Background: an optimization exercise with open tools, aiming at small area, a short achievable clock period and few clock cycles per item. Do not read the settings as production practice.
Only simulation tests tie the RTL to the original design; equivalence was not proved.
Power is estimated from default activity; no workload was simulated.

## core_top
module core_top (
    input  logic            clk,
    input  logic            rst,
    input  logic            clr,
    input  logic            ena,
    output core_pkg::addr_t mem_addr,
    output core_pkg::word_t mem_wr_data,
    output logic            mem_rd_req,
    output logic            mem_wr_req,
    input  core_pkg::word_t mem_rd_data,
    input  logic            mem_ack,
    output core_pkg::word_t out,
    output logic            out_valid,
    output logic            halt
);
    localparam int PW = 11;
    localparam logic [PW-1:0] RESET_P = PW'(128 >> 1);
    localparam logic [32-1:0] OUT_A  = 32'(1000000);
    localparam logic [32-1:0] HALT_A = 32'(1000004);
    logic            halt_q;
    logic            pend;         
    logic            pend_fetch;   
    logic            pend_load;    
    core_pkg::reg_sel_t ld_rd;
    logic [PW-1:0]   fpc;          
    logic [PW-1:0]   ipc;          
    logic            ex_v;
    core_pkg::word_t ex_a, ex_b, ex_bop;
    logic            ex_taken;
    logic [PW-1:0]   ex_tgt;
    core_pkg::reg_sel_t ex_rd, ex_rs1, ex_rs2;
    logic            ex_wr, ex_load, ex_store, ex_branch, ex_ill;
    logic [2:0]      ex_fn;
    logic            ex_sub, ex_sra, ex_use_imm;
    logic [2:0]      ex_bfn;
    core_pkg::word_t alu_sum, alu_res;
    logic            alu_lt, alu_ltu;
    logic            st_out, st_halt, st_mem;
    logic            port_free, ld_ack, f_arrive;
    logic            ex_ready, ex_port, ex_go, ex_halt;
    logic [PW-1:0]   fetch_pc;
    alu alu0 (
        .a      (ex_a),
        .b      (ex_bop),
        .fn     (ex_fn),
        .sub    (ex_sub),
        .sra    (ex_sra),
        .sum    (alu_sum),
        .lt     (alu_lt),
        .ltu    (alu_ltu),
        .result (alu_res)
    );
    exec_control stchk0 (
  ...
Size: about 140 I/O pins, roughly 64,000 um2 of cells after synthesis.
clock: 14.0 ns
lec_check: 0
cap_margin: 20
core_area: 2.3 2.72 397.9 397.12
die_area: 0 0 400.29 400.29
slew_margin: 20
synth_hierarchical: 1
tns_end_percent: 5
standard.sh (not shown) runs the stock make flow with config.mk's settings and CLKGATE_MAP_FILE= SYNTH_SCRIPT=/design/flow/synth_recipe.tcl, a recipe that flattens the netlist after the stock synthesis.
==> flow/flow/run.sh <==
#!/bin/bash
set -euo pipefail
bash standard.sh SETUP_SLACK_MARGIN=6.85 MATCH_CELL_FOOTPRINT=0 'BUFFER_PORTS_ARGS=-buffer_cell sky130_fd_sc_hd__buf_2' finish > standard.log 2>&1
Testbench counts at the start, summed over its fixed seeds: cycles 110,455, instrs 90,406.
Then changed:
--- a/flow/design.v
+++ b/flow/design.v
@@ -86,14 +86,21 @@
             isa_pkg::XOR:  result = a ^ b;
             isa_pkg::SRL:  result = sh_out;
             isa_pkg::OR:   result = a | b;
             default:       result = a & b;
         endcase
     end
 endmodule
+module agu (
+    input  core_pkg::word_t a,
+    input  core_pkg::word_t b,
+    output core_pkg::word_t sum
+);
+    assign sum = a + b;
+endmodule
 module branch_unit (
     input  core_pkg::word_t a,
     input  core_pkg::word_t b,
     input  logic [2:0]      fn,
     output logic            taken
 );
     logic [32:0] diff;
@@ -165,15 +172,15 @@
     logic            ex_taken;
     logic [PW-1:0]   ex_tgt;
     core_pkg::reg_sel_t ex_rd, ex_rs1, ex_rs2;
     logic            ex_wr, ex_load, ex_store, ex_branch, ex_ill;
     logic [2:0]      ex_fn;
     logic            ex_sub, ex_sra, ex_use_imm;
     logic [2:0]      ex_bfn;
-    core_pkg::word_t alu_sum, alu_res;
+    core_pkg::word_t alu_sum, alu_res, addr_sum;
     logic            alu_lt, alu_ltu;
     logic            st_out, st_halt, st_mem;
     logic            port_free, ld_ack, f_arrive;
     logic            ex_ready, ex_port, ex_go, ex_halt;
     logic [PW-1:0]   fetch_pc;
     alu alu0 (
         .a      (ex_a),
@@ -182,14 +189,19 @@
         .sub    (ex_sub),
         .sra    (ex_sra),
         .sum    (alu_sum),
         .lt     (alu_lt),
         .ltu    (alu_ltu),
         .result (alu_res)
     );
+    agu agu0 (
+        .a   (ex_a),
+        .b   (ex_bop),
+        .sum (addr_sum)
+    );
     exec_control stchk0 (
         .a       (ex_a),
         .b       (ex_bop),
         .is_out  (st_out),
         .is_halt (st_halt)
     );
     assign st_mem  = ex_store & ~st_out & ~st_halt;
@@ -199,15 +211,15 @@
     assign ex_ready = ex_v & ~pend_load & ~halt_q;
     assign ex_port  = ex_load | st_mem | ex_taken;
     assign ex_go    = ex_ready & (~ex_port | port_free);
     assign ex_halt  = ex_ill | (ex_store & st_halt);
     assign mem_wr_req  = port_free & ex_ready & st_mem;
     assign mem_rd_req  = port_free & ~halt_q & ~(ex_ready & st_mem);
     assign fetch_pc    = (ex_ready & ex_taken) ? ex_tgt : fpc;
-    assign mem_addr    = (ex_ready & (ex_load | st_mem)) ? alu_sum :
+    assign mem_addr    = (ex_ready & (ex_load | st_mem)) ? addr_sum :
                          {{(32-PW-1){1'b0}}, fetch_pc, 1'b0};
     assign mem_wr_data = ex_b;
     assign out         = ex_b;
     assign out_valid   = ena & ex_ready & ex_store & st_out;
     assign halt        = halt_q;
     core_pkg::word_t    rf_rd1, rf_rd2;
     logic               rf_we;
What happened: Power increases by 2.0%. Combinational power stays flat. Wire length is about the same. Clock power increases by about 6%. Final cell count increases by 2.6%. Final area increases by 1.3%. Count of clock-buffer cells in the layout increases by 19. Sequential share of layout area decreases by 0.61 points. Core utilization increases by 0.63 points. Global-route usage increases by 0.71 points. Non-clock buffer count decreases by 25. Maximum frequency increases by 0.58%. Hold slack is about the same. Critical path depth decreases by 1.
Testbench counts after the change, summed over its fixed seeds: cycles 110,455, instrs 90,406.

-- port drivers added, routing unchanged --
In the flow no input, the clock included, has a driving cell. The finished layouts below were timed again as built, in two steps. Step 1 (the two cells are an assumption about what drives the block):
set clk [get_ports {clk}]
set_driving_cell -lib_cell sky130_fd_sc_hd__clkbuf_16 $clk
set_driving_cell -lib_cell sky130_fd_sc_hd__buf_2 [delete_from_list [all_inputs] $clk]
Step 2 moves the port delays by t, midway between the first and last clock arrival at a register: inputs arrive t later, outputs are due t later. That takes back most of the time a late clock gives input paths. Slacks: ideal / step 1 / step 2; pairs: ideal / step 1.
| run | t (ns) | setup slack, ns | clock arrival spread, ns | cell pins on the clock port's net |
|---|---|---|---|---|
| the first run | 0.836 | 6.693 / 6.657 / 5.821 | 0.078 / 0.078 | 1 |
| the second run | 0.860 | 6.735 / 6.711 / 5.851 | 0.061 / 0.060 | 1 |
After both steps setup and hold are still met in every run listed. The setup slack of the second run, which loses most, moves by -0.024 ns with the drivers and by -0.884 ns with both steps.
